This design comes from an exercise in tuning for small area, a short achievable clock period and few clock cycles per item on the open sky130 flow, not from production work.
At most, simulation tests tie the RTL to the original design; equivalence was not proved.
Function not checked in runs 1 and 2: the RTL went through the layout flow alone.
Power figures rest on the tool's default switching activity, not on a simulated workload.

[flow/design.v]
package mer_pkg;
endpackage
module mer_add #(parameter int N = 32, parameter int L = (N > 32) ? 6 : (N > 16) ? 5 : (N > 8) ? 4 : 3)
(
    input  logic [N-1:0] a,
    input  logic [N-1:0] b,
    input  logic         cin,
    output logic [N-1:0] s
);
    logic [N-1:0] p, g0;
    logic [N-1:0] G [0:L];
    logic [N-1:0] P [0:L];
    assign p  = a ^ b;
    assign g0 = (a & b) | {{(N-1){1'b0}}, p[0] & cin};
    assign G[0] = g0;
    assign P[0] = p;
    for (genvar l = 0; l < L; l++) begin : lvl
        for (genvar i = 0; i < N; i++) begin : bt
            if (((i >> l) & 1) == 1) begin : comb
                localparam int J = ((i >> l) << l) - 1;
                assign G[l+1][i] = G[l][i] | (P[l][i] & G[l][J]);
                assign P[l+1][i] = P[l][i] & P[l][J];
            end else begin : pass
                assign G[l+1][i] = G[l][i];
                assign P[l+1][i] = P[l][i];
            end
        end
    end
    assign s = p ^ {G[L][N-2:0], cin};
endmodule
module mer_add3 #(parameter int N = 32)
(
    input  logic [N-1:0] a,
    input  logic [N-1:0] b,
    input  logic [N-1:0] c,
    input  logic         cin,
    output logic [N-1:0] s
);
    logic [N-1:0] x, y;
    assign x = a ^ b ^ c;
    assign y = (a & b) | (a & c) | (b & c);
    mer_add #(N) u_add (.a(x), .b({y[N-2:0], cin}), .cin(1'b0), .s(s));
endmodule
module midpoint_ellipse_rasterizer
(
    input  logic         aclk,
    input  logic         aresetn,
    input  logic         s_tvalid,
    output logic         s_tready,
    input  logic [47:0]  s_tdata,
    input  logic [0:0]   s_tuser,
    output logic         m_tvalid,
    input  logic         m_tready,
    output logic [111:0] m_tdata,
    output logic         m_tlast
);
    logic [31:0] d, T, W;
    logic [31:0] H;
    logic [19:0] U, V;
    logic [13:0] px, mx, py, my;
    logic        mv, lastr, rdy, act, r2, pend, ent, first, spend;
    logic        ryodd, rxodd, fix, fixp, zr;
    logic        b1r;                        
    logic        trkb;                       
    logic        sPS, sPR, sPM, sPD, sF1, sF2;  
    logic        pm2;                        
    logic        pos1, pos2;                 
    logic        mfirst;                     
    logic [2:0]  dig;                        
    logic [1:0]  dg;                         
    logic        idle;
    logic        xT, xW, xH, c0r;
    logic        hA, hA4, hBn, hBp, hBm, hBu, hCv, hCp, hCm, hCq, hCr, hcin;
    logic [1:0]  hI;
    wire [9:0] in_rx = s_tdata[33:24];
    wire [9:0] in_ry = s_tdata[43:34];
    wire fire     = s_tvalid & rdy;
    wire is_start = fire & ~s_tuser[0];
    wire is_step  = fire & s_tuser[0];
    wire out_free = ~mv | m_tready;
    wire go       = ((is_step & act) | pend) & out_free & idle & ~ent;
    wire adv      = out_free | ~(pos1 | pos2);    
    wire mac      = sPS | sPR | sPM;
    wire lastdig  = (dig == 3'd0);
    wire pmfirst  = sPM & mfirst;
    wire addT     = pm2 | sPD;             
    wire d_m1 = &d;
    wire b1   = b1r;                                      
    wire b    = r2 ? (d[31] & ~(spend & d_m1)) : b1;      
    wire aT   = ~r2 | b;
    wire aW   = r2 | b;
    wire [31:0] x0 = ({32{xT & ~ent}} & T) | ({32{xW & ~ent}} & W) | ({32{xH | ent}} & H);
    logic [31:0] cand0, cand1;
    mer_add  #(32) u_c0 (.a(d), .b(x0), .cin((c0r | (sF2 & fix)) & ~ent), .s(cand0));
    mer_add3 #(32) u_c1 (.a(d), .b(T), .c(W), .cin(spend), .s(cand1));
    logic [31:0] tadd, wadd;
    mer_add #(32) u_t (.a(T), .b(ent ? ~{12'b0, U} : {11'b0, U, 1'b0}), .cin(ent), .s(tadd));
    mer_add #(32) u_w (.a(W), .b(ent ? {12'b0, V} : {11'b0, V, 1'b0}), .cin(1'b0), .s(wadd));
    wire [31:0] u2 = {11'b0, U, 1'b0};
    wire [31:0] u1 = {12'b0, U};
    wire [31:0] uq = {14'b0, U[19:2]};
    wire [31:0] v1 = {12'b0, V};
    wire [31:0] v2 = {11'b0, V, 1'b0};
    wire [31:0] ha = ({32{hA}} & H) | ({32{hA4}} & {H[29:0], 2'b00}) | {30'b0, hI};
    wire [31:0] u2s = {21'b0, U[9:0], 1'b0};
    wire [31:0] u1s = {22'b0, U[9:0]};
    wire [31:0] hb = ({32{hBn}} & ~u1) | ({32{hBp}} & u2s) | ({32{hBm}} & ~u2) | ({32{hBu}} & u1);
    wire [31:0] hc = ({32{trkb}} & v1) | ({32{hCp}} & u1s) | ({32{hCm}} & ~u1)
                   | ({32{hCq}} & ~uq) | ({32{hCr}} & uq);
    logic [31:0] hs;
    mer_add3 #(32) u_h (.a(ha), .b(hb), .c(hc), .cin(hcin), .s(hs));
    logic [31:0] e1x, e1y, e2x, e2y, es;
    wire  [31:0] eu = ~u1[31:0];
    wire  [31:0] ev = b1 ? 32'b0 : ~v2[31:0];
    assign e1x = T ^ W ^ eu;
    assign e1y = (T & W) | (T & eu) | (W & eu);
    assign e2x = e1x ^ {e1y[30:0], 1'b1} ^ ev;
    assign e2y = (e1x & {e1y[30:0], 1'b1}) | (e1x & ev) | ({e1y[30:0], 1'b1} & ev);
    mer_add #(32) u_e (.a(e2x), .b({e2y[30:0], ~b1}), .cin(1'b0), .s(es));
    wire enter = ~es[31];
    function automatic logic [2:0] topdig(input logic [9:0] m);
        if (m[9:8] != 0)      topdig = 3'd4;
        else if (m[7:6] != 0) topdig = 3'd3;
        else if (m[5:4] != 0) topdig = 3'd2;
        else if (m[3:2] != 0) topdig = 3'd1;
        else                  topdig = 3'd0;
    endfunction
    function automatic logic [1:0] digit(input logic [9:0] m, input logic [2:0] k);
        case (k)
            3'd0:    digit = m[1:0];
            3'd1:    digit = m[3:2];
            3'd2:    digit = m[5:4];
            3'd3:    digit = m[7:6];
            default: digit = m[9:8];
        endcase
    endfunction
    wire [9:0] mult_cur = sPM ? V[9:0] : U[9:0];
    wire [9:0] mult_nxt = V[9:0];       
    wire [2:0] top_nxt  = topdig(mult_nxt);
    wire [2:0] dig_nxt  = lastdig ? top_nxt : dig - 3'd1;
    wire [1:0] dg_nxt   = lastdig ? digit(mult_nxt, top_nxt) : digit(mult_cur, dig - 3'd1);
    wire [2:0] top_in   = topdig(in_ry);
    wire [13:0] px_n = px + 14'd1;
    wire [13:0] mx_n = mx - 14'd1;
    wire [13:0] py_n = py - 14'd1;
    wire [13:0] my_n = my + 14'd1;
    wire        yz_n = aW ? (py_n == my_n) : (py == my);    
    logic act_n, r2_n, pend_n, ent_n, first_n, spend_n, fix_n, fixp_n, rdy_n;
    logic sPS_n, sPR_n, sPM_n, sPD_n, sF1_n, sF2_n, pos1_n, pos2_n, mfirst_n, pm2_n;
    logic [2:0] dig_n;
    logic [1:0] dg_n;
    always_comb begin
        act_n = act; r2_n = r2; pend_n = pend; ent_n = ent; first_n = first;
        spend_n = spend; fix_n = fix; fixp_n = fixp; rdy_n = rdy;
        sPS_n = sPS; sPR_n = sPR; sPM_n = sPM; sPD_n = sPD; sF1_n = sF1; sF2_n = sF2; pm2_n = 1'b0;
        pos1_n = pos1; pos2_n = pos2; mfirst_n = mfirst; dig_n = dig; dg_n = dg;
        if (is_start) begin
            sPS_n = 1'b1; sPR_n = 1'b0; sPM_n = 1'b0; sPD_n = 1'b0; sF1_n = 1'b0; sF2_n = 1'b0;
            pos1_n = 1'b1; pos2_n = 1'b1; mfirst_n = 1'b1;
            dig_n = top_in; dg_n = digit(in_ry, top_in);
            act_n = 1'b0; r2_n = 1'b0; pend_n = 1'b0; ent_n = 1'b0; first_n = 1'b0;
            spend_n = 1'b0; fixp_n = 1'b0; rdy_n = 1'b0;
        end else if (~idle) begin
            if (pos1 & out_free)      pos1_n = 1'b0;
            else if (pos2 & out_free) pos2_n = 1'b0;
            if (adv) begin
                if (mac) begin
                    mfirst_n = lastdig;
                    dig_n    = dig_nxt;
                    dg_n     = dg_nxt;
                    pm2_n    = pmfirst & ~lastdig;
                    if (lastdig) begin
                        sPS_n = 1'b0;
                        sPR_n = sPS;
                        sPM_n = sPR;
                        sPD_n = sPM & mfirst;
                        sF1_n = sPM & ~mfirst;
                    end
                end
                if (sPD) begin sPD_n = 1'b0; sF1_n = 1'b1; end
                if (sF1) begin
                    sF1_n = 1'b0; sF2_n = 1'b1;
                    fix_n = rxodd & cand0[31];
                end
                if (sF2) begin
                    sF2_n = 1'b0;
                    ent_n = zr;
                    act_n = ~zr | (py != my);
                    rdy_n = ~zr;
                    fixp_n = fix;
                end
            end
        end else if (ent) begin
            if (act) begin
                r2_n = 1'b1; first_n = 1'b1;
            end
            ent_n = 1'b0;
            rdy_n = ~pend;
        end else if (go) begin
            act_n   = ~yz_n;
            spend_n = first & ryodd & d[31] & ~d_m1;
            first_n = 1'b0;
            fixp_n  = 1'b0;
            pend_n  = 1'b0;
            ent_n   = enter & ~r2;
            rdy_n   = ~(enter & ~r2);
        end else if (is_step & act) begin
            pend_n = 1'b1;
            rdy_n  = 1'b0;
        end
    end
    wire idle_n = ~(sPS_n | sPR_n | sPM_n | sPD_n | sF1_n | sF2_n);
    logic b1r_n;
    always_comb begin
        b1r_n = b1r;
        if (is_start) begin
            b1r_n = b1r;
        end else if (~idle) begin
            if (adv) begin
                if (pmfirst)          b1r_n = 1'b1;
                if (addT | sF1 | sF2) b1r_n = ~cand0[31];
            end
        end else if (ent) begin
            if (act) b1r_n = ~cand0[31];
        end else if (go) begin
            b1r_n = ~(b ? cand1[31] : cand0[31]);
        end
    end
    wire macp_n = sPS_n | sPR_n;
    wire pw_n   = ~idle_n & ~pos1_n & pos2_n;      
    always_ff @(posedge aclk) begin
        if (!aresetn) begin
            mv   <= 1'b0;
            rdy  <= 1'b1;
            act  <= 1'b0;
            ent  <= 1'b0;
            pend <= 1'b0;
            spend <= 1'b0;
            first <= 1'b0;
            fixp <= 1'b0;
            sPS <= 1'b0; sPR <= 1'b0; sPM <= 1'b0; sPD <= 1'b0; sF1 <= 1'b0; sF2 <= 1'b0; pm2 <= 1'b0;
            idle <= 1'b1;
            xT <= 1'b1; xW <= 1'b0; xH <= 1'b0; c0r <= 1'b0;
            hA <= 1'b1; hA4 <= 1'b0; hBn <= 1'b1; hCv <= 1'b1; hcin <= 1'b1;
            hBp <= 1'b0; hCp <= 1'b0; hBm <= 1'b0; hCm <= 1'b0; hI <= 2'b00;
            hBu <= 1'b0; hCq <= 1'b0; hCr <= 1'b0;
        end else begin
            if (go)            mv <= 1'b1;
            else if (m_tready) mv <= 1'b0;
            act <= act_n; r2 <= r2_n; pend <= pend_n; ent <= ent_n; first <= first_n;
            spend <= spend_n; fix <= fix_n; fixp <= fixp_n; rdy <= rdy_n;
            sPS <= sPS_n; sPR <= sPR_n; sPM <= sPM_n; sPD <= sPD_n; sF1 <= sF1_n; sF2 <= sF2_n; pm2 <= pm2_n;
            pos1 <= pos1_n; pos2 <= pos2_n; mfirst <= mfirst_n; dig <= dig_n; dg <= dg_n;
            idle <= idle_n;
            b1r  <= b1r_n;
            trkb <= idle_n & b1r_n;
            xT   <= (idle_n & ~r2_n) | (~idle_n & pos1_n) | pm2_n | sPD_n;
            xW   <= (idle_n & r2_n) | pw_n;
            xH   <= sF1_n;
            c0r  <= pw_n | (idle_n & spend_n);
            hA   <= idle_n | sF1_n | sF2_n;
            hA4  <= (macp_n | sPM_n) & ~mfirst_n;
            hBn  <= idle_n | sF2_n;
            hCv  <= idle_n;
            hBp  <= macp_n & dg_n[1];
            hCp  <= macp_n & dg_n[0];
            hBm  <= sPM_n & dg_n[1];
            hCm  <= sPM_n & dg_n[0];
            hBu  <= sF1_n;
            hCq  <= sF1_n;
            hCr  <= sF2_n;
            hcin <= (idle_n & ~fixp_n) | sF1_n;
            hI   <= sPM_n ? {dg_n[1] & dg_n[0], dg_n[1] ^ dg_n[0]} : 2'b00;
        end
    end
    always_ff @(posedge aclk) begin
        if (is_start) begin
            U[9:0]    <= in_ry;
            V[9:0]    <= in_rx;
            T[13:0]   <= {4'b0, in_ry};
            W[13:0]   <= {4'hf, ~in_ry};
            d[27:16]  <= s_tdata[11:0];
            d[13:0]   <= {2'b0, s_tdata[23:12]};
            rxodd <= in_rx[0];
            ryodd <= in_ry[0];
            zr    <= (in_rx == 10'd0) | (in_ry == 10'd0);
        end else if (~idle) begin
            if (pos1 & out_free) begin
                px <= {2'b0, d[27:16]}; mx <= {2'b0, d[27:16]}; py <= cand0[13:0];
            end else if (pos2 & out_free) begin
                my <= cand0[13:0];
            end
            if (adv) begin
                if (mac) H <= hs;
                if (pmfirst) begin d <= {14'b0, H[19:2]}; end      
                if (sPR & mfirst) T <= H[31:0];                         
                if (mac & lastdig) begin
                    if (sPS) begin                                      
                        U <= V;
                        V <= U;
                    end else if (sPR) begin                             
                        U <= hs[19:0];
                    end
                end
                if (addT) begin d <= cand0; end      
                if (sF1) begin                                          
                    H <= hs;
                    W <= {H[30:0], 1'b0};                               
                    d <= cand0;                                         
                    V <= U;                                             
                    U <= T[19:0];                                       
                end
                if (sF2) begin                                          
                    H <= hs;
                    d <= cand0;                                         
                    T <= tadd;                                          
                    W <= wadd;                                          
                end
            end
        end else if (ent) begin
            if (act) begin                                              
                d <= cand0;
                T <= tadd;
                W <= wadd;
            end
        end else if (go) begin
            d <= b ? cand1 : cand0;
            if (aT) begin T <= tadd; px <= px_n; mx <= mx_n; end
            if (aW) begin W <= wadd; py <= py_n; my <= my_n; end
            if (~r2) H <= hs;
            lastr <= yz_n;
        end
    end
    assign s_tready = rdy;
    assign m_tvalid = mv;
    assign m_tlast  = lastr;
    assign m_tdata  = {my, mx, my, px, py, mx, py, px};
endmodule
[flow/flow/run.sh]
#!/bin/bash
# The standard layout, with the repair steps aiming for more setup slack
# than the clock needs (the clock and constraints are unchanged).
set -euo pipefail
bash standard.sh SETUP_SLACK_MARGIN=6.0 finish > standard_flow.log 2>&1
[flow/standard.sh]
#!/bin/bash
# synth_recipe.tcl (not shown) runs the flow's synth.tcl, then flattens the netlist and writes it again
# the make line also repeats each setting of config.mk as NAME=value (left out here)
make -C /OpenROAD-flow-scripts/flow DESIGN_CONFIG=/design/flow/config.mk WORK_HOME=/design/flow/orfs CLKGATE_MAP_FILE= SYNTH_SCRIPT=/design/flow/synth_recipe.tcl "${@:-finish}"
[flow/config.mk]
export PLATFORM = sky130hd
export DESIGN_NAME = midpoint_ellipse_rasterizer
export DESIGN_NICKNAME = midpoint_ellipse_rasterizer
export VERILOG_FILES = /design/flow/design.v
export SDC_FILE = /design/flow/constraint.sdc
export NUM_CORES = 4
export LEC_CHECK = 0
export CAP_MARGIN = 20
export CORE_MARGIN = 2
export CORE_UTILIZATION = 45
export SLEW_MARGIN = 20
[flow/constraint.sdc]
create_clock -name core_clock -period 10.0 [get_ports {aclk}]
set_input_delay 2.0000 -clock core_clock [delete_from_list [all_inputs] [get_ports {aclk}]]
set_output_delay 2.0000 -clock core_clock [all_outputs]
set_load 0.01 [all_outputs]
==> metrics.md, run 1 <==
| Metric | Value |
|---|---|
| Largest net degree at the start of global routing | `80` |
| Post-synth top flop | `edfxtp_1` |
| # clock sinks | `~270` |
| Hold Crit Class | `reg -> reg` |
| DIE AREA | `between 50000 and 60000 um^2` |
| Unrepaired setup endpoints after global routing | `yes` |
| Share of layout cells above drive strength 1 | `12.7%` |
| Logic pwr share | `between 50% and 60%` |
| Area Overhead vs Synth | `20.5%` |
| Number of synthesized flops with an enable pin | `230` |
| Least-Margin Pin Slew | `1.07 ns` |
| CP Class | `reg -> reg` |
| Fillcell total | `4988` |
| Synth cell types | `a little under 80` |
| Fin crit share | `41.5%` |
| Largest area contributor in the synthesized netlist | `edfxtp_1` |
| Fin Hold WS | `0.493 ns` |
| Sequential power share | `25.9%` |
| Placement Rows | `87` |
| Final global-route overflow total | `0` |
| FMAX | `241 MHz` |
| H-tree depth | `2` |
| Final Setup Violations | `0` |
| Fin Setup TNS | `0 ns` |
| # diodes | `0` |
| Most frequent cell after synthesis | `nand2_1` |
| NetSw | `0.00267 W` |
| Worst Setup End Kind | `flop` |
| GR Util All Layers | `27.6%` |
| First-pass GRT wire length | `around 130000 um` |
| WL/cell | `22.2 um` |
| Clk slew on worst S/H paths | `0.06 ns` |
| Synthesized instance count | `2860` |
| Net Sw Frac | `between 40% and 50%` |
| Top-area cell type share of the netlist area | `26.8%` |
| Dpl hpwl | `about 61000 um` |
| Die Y | `243 um` |
| Worst EP arrival | `4.55 ns` |
| Int Pwr | `0.00381 W` |
| Design area | `31000 um^2` |
| Area post-placement | `between 20000 and 30000 um^2` |
| Slew Limit Fails | `0` |
| Clk pwr share | `20.1%` |
| CTS tree | `done` |
| Clk_skew | `0.0159 ns` |
| Post-Synthesis Cell Area | `around 26000 um^2` |
| Residual DRC | `0` |
| Outcome | `finished clean` |
| Rel. slew slack | `28.8%` |
| PnR worst setup slack | `5.85 ns` |
| Vias per cell | `5.94` |
| CTS Buf Count | `35` |
| Power Total | `0.00648 W` |
| Max-Cap Viols | `0` |
| I/O pin cnt | `between 150 and 200` |
| CTS Buffer Depth | `3` |
| CTS root buf | `clkbuf_16` |
| Synth top area cells | `edfxtp_1, fa_1, ha_1` |
| Worst-skew pair later-pin latency | `0.56 ns` |
| Pleak | `12.6 nW` |
| Setup crit start kind | `flop` |
| Core area | `56500 um^2` |
| Flop and latch count out of synthesis | `269` |
| Starting density of the core | `45.6%` |
| Max FO, Critical Path | `11` |
| Gpl congestion | `0.914` |
| Via Count | `22600` |
| Register Area | `about 7700 um^2` |
| Synth warnings | `4` |
| CP required | `10.41 ns` |
| Register area share after synthesis | `29.9%` |
| Vias in the first global route | `22000` |
| Endpoints failing hold | `0` |
| Final wirelength | `84700 um` |
| PD cells | `209 nW/um^2` |
| Antenna Nets Post-Route | `0` |
| Cts hold-fix bufs | `0` |
| Final Net Count | `3407` |
| Initial antenna violation count | `1` |
| Final Critical Period | `4.15 ns` |
| Die X | `243 um` |
| Starting DRC count in detailed routing | `between 2000 and 2500` |
| Area of the multi-input gates | `around 17000 um^2` |
| Place WS | `between 4 and 5 ns` |
| Port Buf Inserts | `163` |
| VDD IR max | `0.113 mV` |
| Post-synthesis average cell area | `around 9.0 um^2` |
| DR pass1 iterations | `5` |
| Post-synthesis async set-or-reset flop share | `0%` |
| Mapped Nets | `3242` |
| Synth cell count leaders | `nand2_1, inv_1, a21oi_1, edfxtp_1, nor2_1` |
==> what timing repair did <==
item,4_1_cts,5_1_grt
pin swaps,57,63
gates cloned,8,4
endpoints found under the setup margin,262,193
setup buffers,52,44
gates resized for setup,132,105
==> metrics by stage <==
| stage | std cells | util (%) |
|---|---|---|
| final | 3807 | 54.9 |
| after detailed placement | 3636 | 49.1 |
| after floorplan | 2860 | - |
| after CTS | 3759 | 53.4 |
| after global routing | 3807 | 54.9 |
| after global placement | 3636 | 49.1 |
==> cells in the final DEF (no fill, tap or decap), types with 9 or more instances in the layout <==
master / Yosys / layout
nand3_1: 48 / 47
or3_1: 20 / 19
nand2_1: 267 / 260
nor2_1: 217 / 205
a21oi_2: 0 / 10
dfxtp_1: 39 / 33
or2_2: 14 / 13
a21oi_1: 235 / 217
o211ai_1: 21 / 21
a221oi_1: 22 / 21
nor3_1: 47 / 44
and2_1: 23 / 20
inv_1: 262 / 251
a31oi_1: 22 / 20
xor2_1: 71 / 69
clkbuf_1: 93 / 10
o21a_1: 20 / 19
buf_6: 0 / 10
mux2_2: 34 / 34
a22oi_1: 60 / 59
nor4_1: 25 / 23
fa_1: 139 / 132
buf_12: 0 / 14
clkdlybuf4s50_1: 0 / 162
clkbuf_16: 0 / 42
buf_4: 56 / 103
mux2i_1: 49 / 49
o21ai_1: 3 / 19
o21ai_0: 153 / 128
nor3b_1: 9 / 9
o21bai_1: 14 / 12
edfxtp_1: 230 / 230
a211oi_1: 48 / 41
and3_1: 19 / 19
xnor2_1: 106 / 99
nand4_1: 33 / 33
ha_1: 190 / 184
nor2b_1: 44 / 41
a21o_1: 47 / 47
nand2b_1: 27 / 24
==> worst paths after layout <==
| kind | to | slack (ns) | cells after the start | startpoint |
|---|---|---|---|---|
| setup / recovery | U[8]$_DFFE_PP_ | 5.85 | 19 | trkb$_DFFE_PP_ |
| hold / removal | fixp$_SDFF_PN0_ | 0.49 | 2 | fixp$_SDFF_PN0_ |
| setup reg to reg | U[8]$_DFFE_PP_ | 5.85 | 19 | trkb$_DFFE_PP_ |
| hold reg to reg | fixp$_SDFF_PN0_ | 0.49 | 2 | fixp$_SDFF_PN0_ |
==> power by group through the flow <==
stage	clock network (W)	registers (W)	logic, W
floorplan	0	0.00159	0.00235
global placement	0	0.00171	0.00294
detailed placement	0	0.00171	0.00302
CTS	0.00132	0.00168	0.00322
global route	0.00136	0.00169	0.00390
finish	0.00131	0.00168	0.00350
==> layout make-up <==
class | instances | share of cell area (%)
timing repair buffer | 304 | 10.2
multi-input combinational | 2152 | 54.9
clock inverter | 10 | 0.335
sequential | 269 | 24.8
tap | 756 | 3.05
inverter | 263 | 3.22
clock buffer | 53 | 3.41
==> critical path, stage by stage (launching register included) <==
cell      delay [ns]
edfxtp_1        0.77
nand2_1         0.20
o21ai_4         0.10
a211oi_2        0.05
fa_1            0.52
inv_2           0.05
ha_4            0.16
fa_2            0.39
a21o_1          0.21
nand4_1         0.15
nand2_2         0.12
a21oi_4         0.18
inv_2           0.06
a21oi_4         0.13
fa_1            0.42
inv_2           0.07
mux2i_1         0.06
nor2_1          0.18
a21oi_1         0.06
a21oi_1         0.12
==> logic make-up (layout without fill, tap and decap cells) <==
| kind of cell | after synthesis | in the layout | synth area share, % |
|---|---|---|---|
| DFF | 269 | 269 | 29.9 |
| xor gates and xnor gates | 177 | 177 | 6.02 |
| buffers and inverters | 441 | 630 | 7.26 |
| adders and majority gates | 329 | 329 | 20.0 |
| muxes | 83 | 83 | 3.39 |
| and+or+nand+nor | 812 | 814 | 14.8 |
| AOI/OAI and AO/OA | 749 | 749 | 18.7 |
==> registers in the layout, indices dropped and copies added, names as in the netlist, 2 cells and up <==
| signal | flops |
|---|---|
| dig | 3 |
| hI | 2 |
| mx | 14 |
| d | 32 |
| V | 20 |
| px | 14 |
| py | 14 |
| dg | 2 |
| W | 32 |
| H | 32 |
| T | 32 |
| my | 14 |
| U | 20 |
==> layer usage <==
metal / up-vias / part of all wire [%] / GRT usage [%] / wire length (um)
met1: 11000 / 43 / 38.4 / 36600
met5: - / 0 / 0 / 0
met4: 0 / 3.7 / 10.1 / 3100
li1: 10500 / - / - / -
met2: 974 / 45 / 43.1 / 38000
met3: 161 / 8.2 / 4.79 / 6940
==> run 2, diff against run 1 <==
--- a/flow/design.v
+++ b/flow/design.v
@@ -91,5 +91,5 @@
     wire aW   = r2 | b;
-    wire [31:0] x0 = ({32{xT & ~ent}} & T) | ({32{xW & ~ent}} & W) | ({32{xH | ent}} & H);
+    wire [31:0] x0 = ({32{xT}} & T) | ({32{xW}} & W) | ({32{xH}} & H);
     logic [31:0] cand0, cand1;
-    mer_add  #(32) u_c0 (.a(d), .b(x0), .cin((c0r | (sF2 & fix)) & ~ent), .s(cand0));
+    mer_add  #(32) u_c0 (.a(d), .b(x0), .cin(c0r | (sF2 & fix)), .s(cand0));
     mer_add3 #(32) u_c1 (.a(d), .b(T), .c(W), .cin(spend), .s(cand1));
@@ -256,6 +256,6 @@
             trkb <= idle_n & b1r_n;
-            xT   <= (idle_n & ~r2_n) | (~idle_n & pos1_n) | pm2_n | sPD_n;
-            xW   <= (idle_n & r2_n) | pw_n;
-            xH   <= sF1_n;
-            c0r  <= pw_n | (idle_n & spend_n);
+            xT   <= (idle_n & ~ent_n & ~r2_n) | (~idle_n & pos1_n) | pm2_n | sPD_n;
+            xW   <= (idle_n & ~ent_n & r2_n) | pw_n;
+            xH   <= sF1_n | (idle_n & ent_n);
+            c0r  <= pw_n | (idle_n & ~ent_n & spend_n);
             hA   <= idle_n | sF1_n | sF2_n;
==> run 2 against run 1 <==
Against the previous run: still clean on timing, DRC and antenna; cell area is 1.7% lower; synthesized cell count fell by 1.8%; worst setup slack worse by 0.0064 ns; cell count down 1.8%; sequential share of layout area up 0.50 points; die area barely moved; via count shrank 1.6%; clock skew is 0.0068 ns higher; register-to-register slack about the same; routed wire length is 2.7% lower; largest cell class unchanged; highest routed layer unchanged.
==> metrics.md, run 2 <==
| Metric | Value |
|---|---|
| Final Setup Violations | `0 (unchanged)` |
| Fin Setup TNS | `0 ns (unchanged)` |
| Worst EP arrival | `4.43 ns (-0.12 ns)` |
| NetSw | `0.00230 W (-14%)` |
| Most frequent cells in the layout | `inv_1, edfxtp_1, nand2_1, a21oi_1, nor2_1` |
| Final Critical Period | `4.15 ns (+0.00643 ns)` |
| Pleak | `12.5 nW (-0.75%)` |
| Final global-route overflow total | `0 (unchanged)` |
| Core area | `56500 um^2 (unchanged)` |
| Cell count after placement | `3585 (-1.4%)` |
| CTS tree | `done` |
| Starting DRC count in detailed routing | `2128 (+3.2%)` |
| WL/cell | `22.0 um (-0.95%)` |
| Dpl hpwl | `61100 um (+0.20%)` |
| Mapped Nets | `3190 (-1.6%)` |
| Setup crit start kind | `flop` |
| CTS Buf Count | `35 (unchanged)` |
| Rel. slew slack | `29.2% (+0.42 points)` |
| Design area | `30500 um^2 (-1.7%)` |
| DR pass1 iterations | `8 (+3)` |
| VDD IR max | `0.105 mV (-6.4%)` |
| Endpoints failing hold | `0 (unchanged)` |
| Flop and latch count out of synthesis | `270 (+0.37%)` |
| Unrepaired setup endpoints after global routing | `yes` |
| CP required | `10.28 ns (-0.13 ns)` |
| Logic pwr share | `49.3% (-4.6 points)` |
| Final Net Count | `3338 (-2.0%)` |
| Die Y | `243 um (about the same)` |
| Non-Filler Instances | `3739 (-1.8%)` |
| CTS Buffer Depth | `3 (unchanged)` |
| Residual DRC | `0 (unchanged)` |
| PD cells | `188 nW/um^2 (-10%)` |
| Max FO, Critical Path | `3 (-8)` |
| Post-synth top flop | `edfxtp_1` |
| Post-Synthesis Cell Area | `25700 um^2 (about the same)` |
| Largest area contributor in the synthesized netlist | `edfxtp_1` |
| Area of the multi-input gates | `16800 um^2 (-1.4%)` |
| Clk_skew | `0.0227 ns (+0.00677 ns)` |
| Crit path max-delay family | `compound AO/OA/AOI/OAI gates` |
| Max incr delay on CP | `0.52 ns (-0.25 ns)` |
| H-tree depth | `2 (unchanged)` |
| Max-Cap Viols | `0 (unchanged)` |
| Net Sw Frac | `40.2% (-0.98 points)` |
| DIE AREA | `59100 um^2 (about the same)` |
| Final wirelength | `82400 um (-2.7%)` |
| Synth cell types | `86 (+12%)` |
| Register area share after synthesis | `30.0% (+0.097 points)` |
| Int Pwr | `0.00342 W (-10%)` |
| Fin Hold WS | `0.511 ns (+0.0182 ns)` |
| Synth cell count leaders | `inv_1, edfxtp_1, a21oi_1, nand2_1, nor2_1` |
| Most frequent cell after synthesis | `inv_1` |
| Starting density of the core | `45.5% (about the same)` |
| Worst Setup End Kind | `flop` |
| Fin crit share | `41.5% (+0.064 points)` |
| Register Area | `7720 um^2 (+0.29%)` |
| CTS root buf | `clkbuf_16` |
| # clock sinks | `270 (+0.37%)` |
| Initial antenna violation count | `1 (unchanged)` |
| Clk slew on worst S/H paths | `0.06 ns (about the same)` |
| First-pass GRT wire length | `125000 um (-1.9%)` |
| GR Util All Layers | `27.1% (-0.54 points)` |
| Gpl congestion | `0.950 (+3.9%)` |
| Synth warnings | `4 (unchanged)` |
| Clk pwr share | `22.2% (+2.1 points)` |
| Synth top area cells | `edfxtp_1, fa_1, ha_1` |
| Sequential power share | `28.5% (+2.6 points)` |
| FMAX | `241 MHz (-0.15%)` |
| Final Core Density | `54.0% (-0.94 points)` |
| Largest net degree at the start of global routing | `73 (-8.8%)` |
| Share of layout cells above drive strength 1 | `13.0% (+0.33 points)` |
| Worst-skew pair later-pin latency | `0.57 ns (about the same)` |
| Post-synthesis async set-or-reset flop share | `0% (unchanged)` |
| Hold Crit Class | `reg -> reg` |
| Area Overhead vs Synth | `18.5%` |
| Antenna Nets Post-Route | `0 (unchanged)` |
| Least-Margin Pin Slew | `1.05 ns (-0.0153 ns)` |
| CP bufs+invs | `4 (+1)` |
| Top-area cell type share of the netlist area | `26.8% (about the same)` |
| Crit path cell chain | `buf_6 -> mux2_4 -> a211oi_4 -> fa_1 -> inv_2 -> ha_4 -> nor2b_4 -> o31a_1 -> o22ai_4 -> o311ai_4 -> buf_4 -> buf_6 -> a21o_1 -> a21o_1 -> a21oi_2 -> mux2i_1 -> a211oi_1` |
| CP Class | `reg -> reg` |
| Port Buf Inserts | `163 (unchanged)` |
| I/O pin cnt | `168 (unchanged)` |
| Outcome | `finished clean` |
| Vias in the first global route | `21300 (-3.1%)` |
| Area post-placement | `27800 um^2 (+0.11%)` |
| Post-synthesis average cell area | `9.16 um^2 (+1.8%)` |
| Slew Limit Fails | `0 (unchanged)` |
| Most common cell after layout, fill and taps aside | `inv_1` |
| Number of synthesized flops with an enable pin | `230 (unchanged)` |
| Slowest CP cell | `edfxtp_1` |
| Synthesized instance count | `2808 (-1.8%)` |
| Fillcell total | `4990 (+0.040%)` |
| Placement Rows | `87 (unchanged)` |
| Vias per cell | `5.95 (+0.15%)` |
| Die X | `243 um (about the same)` |
| Via Count | `22300 (-1.6%)` |
run 2: cell count changes in the layout (fill, tap and decap cells not counted), moves of 9 or more:
cell	change
o21a_1	+11
nand2_1	-55
nor3_1	-9
inv_1	+39
nor4_1	-11
nor2b_1	-13
a22oi_1	-25
a222oi_1	+33
a21oi_1	-12
a211oi_1	-10
run 2: metrics by stage:
stage	worst slack [ns]	total power, W
2_1_floorplan	5.81	0.00342
3_3_place_gp	4.62	0.00404
3_5_place_dp	4.63	0.00411
4_1_cts	5.88	0.00554
5_1_grt	5.66	0.00611
6_report	5.85	0.00572
run 2: worst register-to-register path: stages, from the launching register on:
cell      delay, ns
edfxtp_1       0.52
buf_6          0.19
mux2_4         0.30
a211oi_4       0.19
fa_1           0.47
inv_2          0.09
ha_4           0.19
nor2b_4        0.12
o31a_1         0.34
o22ai_4        0.26
o311ai_4       0.11
buf_4          0.15
buf_6          0.10
a21o_1         0.16
a21o_1         0.20
a21oi_2        0.20
mux2i_1        0.23
a211oi_1       0.06
run 2: worst paths after layout:
check / startpoint / end / slack, ns / depth (start not counted)
setup / recovery: U[1]$_DFFE_PP_ / U[15]$_DFFE_PP_ / 5.85 / 17
hold / removal: rdy$_SDFFE_PN1P_ / rdy$_SDFFE_PN1P_ / 0.51 / 2
setup reg to reg: U[1]$_DFFE_PP_ / U[15]$_DFFE_PP_ / 5.85 / 17
hold reg to reg: rdy$_SDFFE_PN1P_ / rdy$_SDFFE_PN1P_ / 0.51 / 2
run 2: final cells by class:
cell class / instances / share of cell area [%]
Antenna cell: 2 / 0.0164
Clock buffer: 46 / 3.14
Clock inverter: 16 / 0.476
Inverter: 300 / 3.72
Multi-Input combinational cell: 2064 / 55.1
Sequential cell: 270 / 25.3
Tap cell: 756 / 3.10
Timing Repair Buffer: 285 / 9.07
run 2: routing by layer:
metal / vias to the layer above / global-route usage, % / routed length [um]
met1: 10900 / 39.2 / 37300
met3: 126 / 3.95 / 6290
met2: 890 / 41.8 / 36500
li1: 10300 / - / -
met5: - / 0 / 0
met4: 0 / 8.37 / 2300
run 2: kinds of logic after synthesis:
group	Yosys count	synth area share, %
compound gates	761	19.7
simple gates	722	13.3
buf+inv	476	7.77
fa+ha+maj	329	20.1
flops	270	30.0
xor+xnor	169	5.75
mux	81	3.38
run 2: repair_timing:
action | in CTS | in global routing
setup buffers | 44 | 42
setup endpoints to repair | 252 | 147
pin swaps | 35 | 69
hold buffers | 0 | 0
cloned | 1 | 3
gates resized for setup | 96 | 111
run 2: power groups by stage:
stage	Clock, W	Sequential (W)	Combinational (W)
after floorplan	0	0.00155	0.00188
final	0.00127	0.00163	0.00282
after CTS	0.00129	0.00162	0.00263
after global placement	0	0.00166	0.00238
after detailed placement	0	0.00166	0.00245
after global routing	0.00133	0.00164	0.00314
==> run 3, diff against run 2 <==
--- a/flow/design.v
+++ b/flow/design.v
@@ -63,3 +63,2 @@
     logic        b1r;                        
-    logic        trkb;                       
     logic        sPS, sPR, sPM, sPD, sF1, sF2;  
@@ -91,5 +90,5 @@
     wire aW   = r2 | b;
-    wire [31:0] x0 = ({32{xT}} & T) | ({32{xW}} & W) | ({32{xH}} & H);
+    wire [31:0] x0 = ({32{xT & ~ent}} & T) | ({32{xW & ~ent}} & W) | ({32{xH | ent}} & H);
     logic [31:0] cand0, cand1;
-    mer_add  #(32) u_c0 (.a(d), .b(x0), .cin(c0r | (sF2 & fix)), .s(cand0));
+    mer_add  #(32) u_c0 (.a(d), .b(x0), .cin((c0r | (sF2 & fix)) & ~ent), .s(cand0));
     mer_add3 #(32) u_c1 (.a(d), .b(T), .c(W), .cin(spend), .s(cand1));
@@ -107,3 +106,3 @@
     wire [31:0] hb = ({32{hBn}} & ~u1) | ({32{hBp}} & u2s) | ({32{hBm}} & ~u2) | ({32{hBu}} & u1);
-    wire [31:0] hc = ({32{trkb}} & v1) | ({32{hCp}} & u1s) | ({32{hCm}} & ~u1)
+    wire [31:0] hc = ({32{hCv & b1}} & v1) | ({32{hCp}} & u1s) | ({32{hCm}} & ~u1)
                    | ({32{hCq}} & ~uq) | ({32{hCr}} & uq);
@@ -212,18 +211,2 @@
     wire idle_n = ~(sPS_n | sPR_n | sPM_n | sPD_n | sF1_n | sF2_n);
-    logic b1r_n;
-    always_comb begin
-        b1r_n = b1r;
-        if (is_start) begin
-            b1r_n = b1r;
-        end else if (~idle) begin
-            if (adv) begin
-                if (pmfirst)          b1r_n = 1'b1;
-                if (addT | sF1 | sF2) b1r_n = ~cand0[31];
-            end
-        end else if (ent) begin
-            if (act) b1r_n = ~cand0[31];
-        end else if (go) begin
-            b1r_n = ~(b ? cand1[31] : cand0[31]);
-        end
-    end
     wire macp_n = sPS_n | sPR_n;
@@ -254,8 +237,6 @@
             idle <= idle_n;
-            b1r  <= b1r_n;
-            trkb <= idle_n & b1r_n;
-            xT   <= (idle_n & ~ent_n & ~r2_n) | (~idle_n & pos1_n) | pm2_n | sPD_n;
-            xW   <= (idle_n & ~ent_n & r2_n) | pw_n;
-            xH   <= sF1_n | (idle_n & ent_n);
-            c0r  <= pw_n | (idle_n & ~ent_n & spend_n);
+            xT   <= (idle_n & ~r2_n) | (~idle_n & pos1_n) | pm2_n | sPD_n;
+            xW   <= (idle_n & r2_n) | pw_n;
+            xH   <= sF1_n;
+            c0r  <= pw_n | (idle_n & spend_n);
             hA   <= idle_n | sF1_n | sF2_n;
@@ -294,3 +275,3 @@
                 if (mac) H <= hs;
-                if (pmfirst) begin d <= {14'b0, H[19:2]}; end      
+                if (pmfirst) begin d <= {14'b0, H[19:2]}; b1r <= 1'b1; end      
                 if (sPR & mfirst) T <= H[31:0];                         
@@ -304,3 +285,3 @@
                 end
-                if (addT) begin d <= cand0; end      
+                if (addT) begin d <= cand0; b1r <= ~cand0[31]; end      
                 if (sF1) begin                                          
@@ -309,2 +290,3 @@
                     d <= cand0;                                         
+                    b1r <= ~cand0[31];
                     V <= U;                                             
@@ -315,2 +297,3 @@
                     d <= cand0;                                         
+                    b1r <= ~cand0[31];
                     T <= tadd;                                          
@@ -322,2 +305,3 @@
                 d <= cand0;
+                b1r <= ~cand0[31];
                 T <= tadd;
@@ -327,2 +311,3 @@
             d <= b ? cand1 : cand0;
+            b1r <= ~(b ? cand1[31] : cand0[31]);
             if (aT) begin T <= tadd; px <= px_n; mx <= mx_n; end
--- a/flow/config.mk
+++ b/flow/config.mk
@@ -9,3 +9,3 @@
 export CORE_MARGIN = 2
-export CORE_UTILIZATION = 45
+export CORE_UTILIZATION = 50
 export SLEW_MARGIN = 20
==> run 3 against run 2 <==
Against the previous run: cell count is 2.6% lower; clock power hardly changed; highest routed layer unchanged; die area is 10% lower; register-to-register slack better by 0.05 ns; critical path type unchanged; power is 17% higher; global-route usage is 2.4 points higher; utilization is 6.3 points higher; sequential share of layout area is 0.42 points lower; synthesized area is 0.18% lower; clock skew is 0.018 ns higher.
==> metrics.md, run 3 <==
| Metric | Value |
|---|---|
| Antenna Nets Post-Route | `0 (unchanged)` |
| Int Pwr | `0.00390 W (+14%)` |
| Synthesized instance count | `2795 (-0.46%)` |
| WL/cell | `22.3 um (+1.1%)` |
| NetSw | `0.00279 W (+21%)` |
| Fin Setup TNS | `0 ns (unchanged)` |
| Flop and latch count out of synthesis | `268 (-0.74%)` |
| Port Buf Inserts | `163 (unchanged)` |
| CP Class | `reg -> reg` |
| Cts hold-fix bufs | `0 (unchanged)` |
| Synth cell types | `89 (+3.5%)` |
| H-tree depth | `2 (unchanged)` |
| Starting DRC count in detailed routing | `1904 (-11%)` |
| Clk_skew | `0.0412 ns (+0.0185 ns)` |
| Final Setup Violations | `0 (unchanged)` |
| Synth top area cells | `edfxtp_1, fa_1, ha_1` |
| Final Critical Period | `4.11 ns (-0.0466 ns)` |
| DIE AREA | `53200 um^2 (-10%)` |
| CP bufs+invs | `2 (-2)` |
| Crit path max-delay family | `adder cells` |
| R2R cell count | `17 (unchanged)` |
| Mapped Nets | `3177 (-0.41%)` |
| Register area share after synthesis | `29.8% (-0.14 points)` |
| Outcome | `finished clean` |
| Vias per cell | `5.94 (-0.25%)` |
| Worst Setup End Kind | `flop` |
| Final global-route overflow total | `0 (unchanged)` |
| Via Count | `21600 (-2.8%)` |
| PD cells | `217 nW/um^2 (+16%)` |
| Logic pwr share | `55.1% (+5.8 points)` |
| CTS tree | `done` |
| Most frequent cell after synthesis | `inv_1` |
| Residual DRC | `0 (unchanged)` |
| FMAX | `244 MHz (+1.1%)` |
| Fin crit share | `41.1% (-0.47 points)` |
| Worst EP arrival | `4.41 ns (-0.02 ns)` |
| VDD IR max | `0.188 mV (+78%)` |
| Endpoints failing hold | `0 (unchanged)` |
| CTS root buf | `clkbuf_16` |
| CTS Buffer Depth | `3 (unchanged)` |
| Post-synthesis average cell area | `9.19 um^2 (+0.28%)` |
| PnR worst setup slack | `5.89 ns (+0.0466 ns)` |
| Rel. slew slack | `22.7% (-6.5 points)` |
| Power Total | `0.00670 W (+17%)` |
| Most frequent cells in the layout | `inv_1, edfxtp_1, nand2_1` |
| Most used cell along the critical path | `fa_2` |
| Max FO, Critical Path | `5 (+2)` |
| Dpl hpwl | `59400 um (-2.8%)` |
| Least-Margin Pin Slew | `1.15 ns (+0.0976 ns)` |
| Synth warnings | `4 (unchanged)` |
| Number of synthesized flops with an enable pin | `229 (-0.43%)` |
| Post-Synthesis Cell Area | `25700 um^2 (-0.18%)` |
| CP required | `10.31 ns (+0.03 ns)` |
| GR Util All Layers | `29.5% (+2.4 points)` |
| Slew Limit Fails | `0 (unchanged)` |
| Largest area contributor in the synthesized netlist | `edfxtp_1` |
| First-pass GRT wire length | `121000 um (-3.5%)` |
| Max incr delay on CP | `0.54 ns (+0.02 ns)` |
| Share of layout cells above drive strength 1 | `14.1% (+1.2 points)` |
| Initial antenna violation count | `0 (-1)` |
| Post-synth top flop | `edfxtp_1` |
| Min-Delay Path Depth | `1 (-1)` |
| Gpl congestion | `0.928 (-2.4%)` |
| Place WS | `4.89 ns (+0.264 ns)` |
| Final wirelength | `81100 um (-1.5%)` |
| Net Sw Frac | `41.7% (+1.4 points)` |
| Area Overhead vs Synth | `19.9%` |
| Crit path cell chain | `buf_4 -> mux2_2 -> a211oi_2 -> fa_2 -> inv_1 -> fa_2 -> a211oi_4 -> o21bai_1 -> a21oi_2 -> o21bai_1 -> a21o_1 -> fa_2 -> xor2_4 -> nor2_2 -> a211oi_2 -> a21oi_1 -> a21oi_1` |
| Core area | `51100 um^2 (-9.6%)` |
| Starting density of the core | `50.3% (+4.7 points)` |
| Placement Rows | `83 (-4.6%)` |
| Hold Crit Class | `reg -> reg` |
| Top-area cell type share of the netlist area | `26.8% (-0.069 points)` |
| Most common cell after layout, fill and taps aside | `inv_1` |
| CTS Buf Count | `34 (-2.9%)` |
| Pleak | `12.7 nW (+1.4%)` |
| Post-synthesis async set-or-reset flop share | `0% (unchanged)` |
| Max-Cap Viols | `0 (unchanged)` |
| # clock sinks | `268 (-0.74%)` |
| Die X | `231 um (-5.1%)` |
| # diodes | `0 (-2)` |
| Synth cell count leaders | `inv_1, nand2_1, a21oi_1, edfxtp_1, nor2_1` |
| Stages on worst setup path | `17 (unchanged)` |
| Vias in the first global route | `20700 (-3.1%)` |
| Final Net Count | `3321 (-0.51%)` |
| Clk slew on worst S/H paths | `0.07 ns (about the same)` |
| Setup crit start kind | `flop` |
| Sequential power share | `25.8% (-2.7 points)` |
| DR pass1 iterations | `5 (-3)` |
| Unrepaired setup endpoints after global routing | `yes` |
| Largest net degree at the start of global routing | `66 (-9.6%)` |
| I/O pin cnt | `168 (unchanged)` |
| Worst-skew pair later-pin latency | `0.56 ns (about the same)` |
| Clk pwr share | `19.1% (-3.1 points)` |
| Slowest CP cell | `fa_2` |
| Die Y | `231 um (-5.1%)` |
-- run 3: repair_timing --
action	CTS	global route
setup endpoints to repair	251	205
endpoints found under the hold margin	0	0
gates resized for setup	77	150
cloned	9	5
pin swaps	25	78
setup buffers	45	37
-- run 3: kinds of logic (layout without fill, tap and decap cells) --
logic type,count (synthesis),in the layout,synth area share (%)
and+or+nand+nor,732,736,13.5
AOI/OAI and AO/OA,695,696,17.4
buffers and inverters,456,619,7.55
adders and majority gates,329,329,20.1
DFF,268,268,29.8
xor gates and xnor gates,205,205,7.02
muxes,110,110,4.61
-- run 3: layout make-up --
type | count | area [um^2]
inverters | 276 | 1050
fillers | 4444 | 20300
flip-flops and latches | 268 | 7680
well taps | 680 | 851
multi-input cells | 2076 | 17100
clock inverters | 15 | 151
repair buffers | 283 | 2980
clock buffers | 45 | 986
-- run 3: path summary, 6_finish.rpt --
check / from / endpoint / slack (ns)
hold / removal: rxodd$_DFFE_PP_ / fix$_DFFE_PP_ / 0.54
hold reg to reg: rxodd$_DFFE_PP_ / fix$_DFFE_PP_ / 0.54
setup reg to reg: U[1]$_DFFE_PP_ / U[9]$_DFFE_PP_ / 5.89
setup / recovery: U[1]$_DFFE_PP_ / U[9]$_DFFE_PP_ / 5.89
-- run 3: through the flow --
step           util (%)  instances  hold slack [ns]  instance area, um^2
6_report           60.3       3643            0.544                30800
3_3_place_gp       53.9       3487            0.518                27600
3_5_place_dp       53.9       3487            0.524                27600
5_1_grt            60.3       3643            0.562                30800
2_1_floorplan         -       2795            0.453                25700
4_1_cts            58.0       3601            0.538                29600
-- run 3: power groups by stage --
stage / clock network, W / registers (W) / logic [W]
3_3_place_gp: 0 / 0.00175 / 0.00312
3_5_place_dp: 0 / 0.00175 / 0.00320
2_1_floorplan: 0 / 0.00162 / 0.00249
4_1_cts: 0.00129 / 0.00172 / 0.00340
6_report: 0.00128 / 0.00173 / 0.00369
5_1_grt: 0.00133 / 0.00174 / 0.00410
-- run 3: metal layers --
layer / vias to the layer above / wire, um / global-route usage (%)
met5: - / 0 / 0
met4: 0 / 3020 / 9.23
met3: 143 / 6290 / 4.89
met2: 885 / 35400 / 45.1
met1: 10500 / 36400 / 42.8
li1: 10100 / - / -
Testbench counts of run 3, summed over its fixed seeds: cycles 19,042, items 16,698.
==> run 4, diff against run 3 <==
--- a/flow/config.mk
+++ b/flow/config.mk
@@ -9,3 +9,3 @@
 export CORE_MARGIN = 2
-export CORE_UTILIZATION = 50
+export CORE_UTILIZATION = 45
 export SLEW_MARGIN = 20
==> run 4 against run 3 <==
Against the previous run: register-to-register slack improved by 0.06 ns; sequential share of layout area up 0.19 points; utilization down 6.1 points; non-clock buffer count is 7 higher; via count increased by 1.0%; clock skew shrank 0.019 ns; clock-buffer cell count increased by 3; hold slack lost 0.032 ns; maximum frequency grew 1.4%; combinational power about the same; die area is 11% higher; synthesized cell count did not move; critical endpoint is now H[31]$_DFFE_PP_; largest cell class unchanged.
==> metrics.md, run 4 <==
| Metric | Value |
|---|---|
| Outcome | `finished clean` |
| FMAX | `247 MHz (+1.4%)` |
| Dpl hpwl | `59400 um (about the same)` |
| Top-area cell type share of the netlist area | `26.8% (unchanged)` |
| Final Net Count | `3329 (+0.24%)` |
| Flop and latch count out of synthesis | `268 (unchanged)` |
| Synthesized instance count | `2795 (unchanged)` |
| Max-Cap Viols | `0 (unchanged)` |
| Most frequent cell after synthesis | `inv_1` |
| Post-Synthesis Cell Area | `25700 um^2 (unchanged)` |
| Largest area contributor in the synthesized netlist | `edfxtp_1` |
| Starting density of the core | `45.6% (-4.7 points)` |
| Synth top area cells | `edfxtp_1, fa_1, ha_1` |
| Synth warnings | `4 (unchanged)` |
| Port Buf Inserts | `163 (unchanged)` |
| I/O pin cnt | `168 (unchanged)` |
| VDD IR max | `0.109 mV (-42%)` |
| CTS tree | `done` |
| Vias per cell | `5.86 (-1.3%)` |
| Die Y | `243 um (+5.3%)` |
| Register area share after synthesis | `29.8% (unchanged)` |
| Register Area | `7680 um^2 (about the same)` |
| Placement Rows | `87 (+4.8%)` |
| Endpoints failing hold | `0 (unchanged)` |
| Final wirelength | `81400 um (+0.37%)` |
| CTS Buffer Depth | `3 (unchanged)` |
| DR pass1 iterations | `6 (+1)` |
| Pleak | `12.6 nW (-0.60%)` |
| Mapped Nets | `3177 (unchanged)` |
| Number of synthesized flops with an enable pin | `229 (unchanged)` |
| Post-synthesis average cell area | `9.19 um^2 (unchanged)` |
| Vias in the first global route | `21100 (+2.3%)` |
| CTS Buf Count | `34 (unchanged)` |
| Final Critical Period | `4.05 ns (-0.0587 ns)` |
| Fillcell total | `5023 (+13%)` |
| Clk_skew | `0.0223 ns (-0.0189 ns)` |
| Via Count | `21800 (+1.0%)` |
| Synth cell types | `89 (unchanged)` |
| Die X | `243 um (+5.3%)` |
| Starting DRC count in detailed routing | `1650 (-13%)` |
| Post-synth top flop | `edfxtp_1` |
| # diodes | `0 (unchanged)` |
| Residual DRC | `0 (unchanged)` |
| Synth cell count leaders | `inv_1, nand2_1, a21oi_1, edfxtp_1, nor2_1` |
| First-pass GRT wire length | `122000 um (+0.99%)` |
| Area of the multi-input gates | `16900 um^2 (-1.2%)` |
| Area Overhead vs Synth | `19.0%` |
| Setup crit start kind | `flop` |
| Share of layout cells above drive strength 1 | `13.5% (-0.69 points)` |
| Core area | `56400 um^2 (+10%)` |
| Worst-skew pair later-pin latency | `0.56 ns (about the same)` |
| GR Util All Layers | `26.4% (-3.2 points)` |
| Fin Setup TNS | `0 ns (unchanged)` |
| H-tree depth | `2 (unchanged)` |
| CTS root buf | `clkbuf_16` |
| Antenna Nets Post-Route | `0 (unchanged)` |
| Least-Margin Pin Slew | `1.17 ns (+0.0249 ns)` |
| DIE AREA | `59000 um^2 (+11%)` |
| CP required | `10.30 ns (about the same)` |
| Worst EP arrival | `4.35 ns (-0.06 ns)` |
| Worst Setup End Kind | `flop` |
| PD cells | `218 nW/um^2 (+0.27%)` |
| Final global-route overflow total | `0 (unchanged)` |
| CP Class | `reg -> reg` |
| Fin crit share | `40.5% (-0.59 points)` |
| Slew Limit Fails | `0 (unchanged)` |
| Max FO, Critical Path | `5 (unchanged)` |
| Unrepaired setup endpoints after global routing | `yes` |
| Initial antenna violation count | `1 (+1)` |
| Final Setup Violations | `0 (unchanged)` |
| Hold Crit Class | `reg -> reg` |
| Most frequent cells in the layout | `inv_1, nand2_1, edfxtp_1` |
| Power Total | `0.00666 W (-0.48%)` |
| Rel. slew slack | `20.9% (-1.8 points)` |
| WL/cell | `21.8 um (-1.9%)` |
| Gpl congestion | `0.949 (+2.3%)` |
| Clk slew on worst S/H paths | `0.06 ns (about the same)` |
| Largest net degree at the start of global routing | `102 (+55%)` |
| Post-synthesis async set-or-reset flop share | `0% (unchanged)` |
| # clock sinks | `268 (unchanged)` |
| Most common cell after layout, fill and taps aside | `inv_1` |
## run 4: cell counts after synthesis
Identical to the previous run, type by type.
## run 4: power breakdown
part           total (W)  switching, W  internal [W]
Sequential       0.00172      0.000249       0.00148
Clock            0.00127      0.000529      0.000740
Combinational    0.00367       0.00201       0.00166
Total            0.00666       0.00279       0.00388
## run 4: worst max-delay path, cell delays in order, from the launching register on
cell and delay [ns]:
edfxtp_1 0.44, buf_12 0.18, and2_4 0.18, buf_8 0.15, a221oi_4 0.26, fa_1 0.47
inv_2 0.08, ha_4 0.20, and3_4 0.15, a221o_1 0.35, a21oi_2 0.19, o311ai_4 0.15
a31oi_4 0.28, o21ai_4 0.08, a221o_2 0.39, a21oi_2 0.14, xnor2_1 0.08
## run 4: through the flow
| step | area [um^2] | std cells | hold WS [ns] | utilization, % | setup WS (ns) |
|---|---|---|---|---|---|
| 5_1_grt | 30600 | 3729 | 0.521 | 54.2 | 5.81 |
| 2_1_floorplan | 25700 | 2795 | 0.453 | - | 5.99 |
| 6_report | 30600 | 3729 | 0.511 | 54.2 | 5.95 |
| 4_1_cts | 29800 | 3682 | 0.497 | 52.8 | 5.81 |
| 3_3_place_gp | 27600 | 3560 | 0.488 | 49.0 | 4.93 |
| 3_5_place_dp | 27600 | 3560 | 0.482 | 49.0 | 4.87 |
## run 4: path summary, 6_finish.rpt
kind                                    startpoint            endpoint  slack [ns]  depth (start not counted)
worst max-delay path                 b1r$_DFFE_PP_     H[31]$_DFFE_PP_        5.95                         16
worst min-delay path            first$_SDFFE_PP0P_  first$_SDFFE_PP0P_        0.51                          2
worst max register to register       b1r$_DFFE_PP_     H[31]$_DFFE_PP_        5.95                         16
worst min register to register  first$_SDFFE_PP0P_  first$_SDFFE_PP0P_        0.51                          2
## run 4: layout make-up
class / instances / area share (%)
clock buffer: 48 / 3.20
clock inverter: 14 / 0.450
inverter: 276 / 3.43
multi-input combinational: 2077 / 55.3
sequential: 268 / 25.1
tap: 756 / 3.09
timing repair buffer: 290 / 9.46
## run 4: metal layers
metal / global-route usage [%] / vias up / routed length [um] / share of wire [%]
met3: 3.88 / 153 / 6110 / 7.5
met1: 37.8 / 10600 / 36000 / 44
met5: 0 / - / 0 / 0
met2: 40.8 / 883 / 36100 / 44
li1: - / 10200 / - / -
met4: 8.75 / 0 / 3230 / 4.0
## run 4: cell families after synthesis
kind of cell,share of synthesized area (%)
AOI/OAI and AO/OA,17.4
xor gates and xnor gates,7.02
adders and majority gates,20.1
buffers and inverters,7.55
DFF,29.8
muxes,4.61
and+or+nand+nor,13.5
## run 4: timing repair
item,CTS,global route
hold buffers,0,0
endpoints found under the hold margin,0,0
gates cloned,5,5
gates resized for setup,98,94
setup endpoints to repair,233,173
pin swaps,31,61
setup buffers,55,42

what the ideal ports hide:
In the flow no input, the clock included, has a driving cell. The finished layouts below were timed again as built, in two steps.
Step 1, drivers: a clkbuf_16 drives aclk and a buf_2 each remaining input, both assumed.
Step 2 also shifts input and output timing later by t, the mid clock arrival at the registers, as if the neighbouring blocks saw the same clock.
Slacks: ideal / step 1 / step 2; pairs: ideal / step 1.
run	t, ns	slack for setup (ns)	worst hold slack (ns)	worst setup path at the end	slew at the worst register clock pin (ns)
run 1	0.613	5.854 / 5.854 / 5.520	0.493 / 0.493 / 0.493	input to register	0.06 / 0.06
run 2	0.615	5.847 / 5.847 / 5.467	0.511 / 0.511 / 0.511	input to register	0.07 / 0.07
run 3	0.605	5.894 / 5.894 / 5.508	0.544 / 0.544 / 0.544	input to register	0.07 / 0.07
run 4	0.607	5.952 / 5.952 / 5.403	0.511 / 0.511 / 0.511	input to register	0.07 / 0.07
After both steps setup and hold are still met in every run listed. For run 4, which loses most, drivers alone change the setup slack by 0.000 ns; drivers and shift together by -0.549 ns.
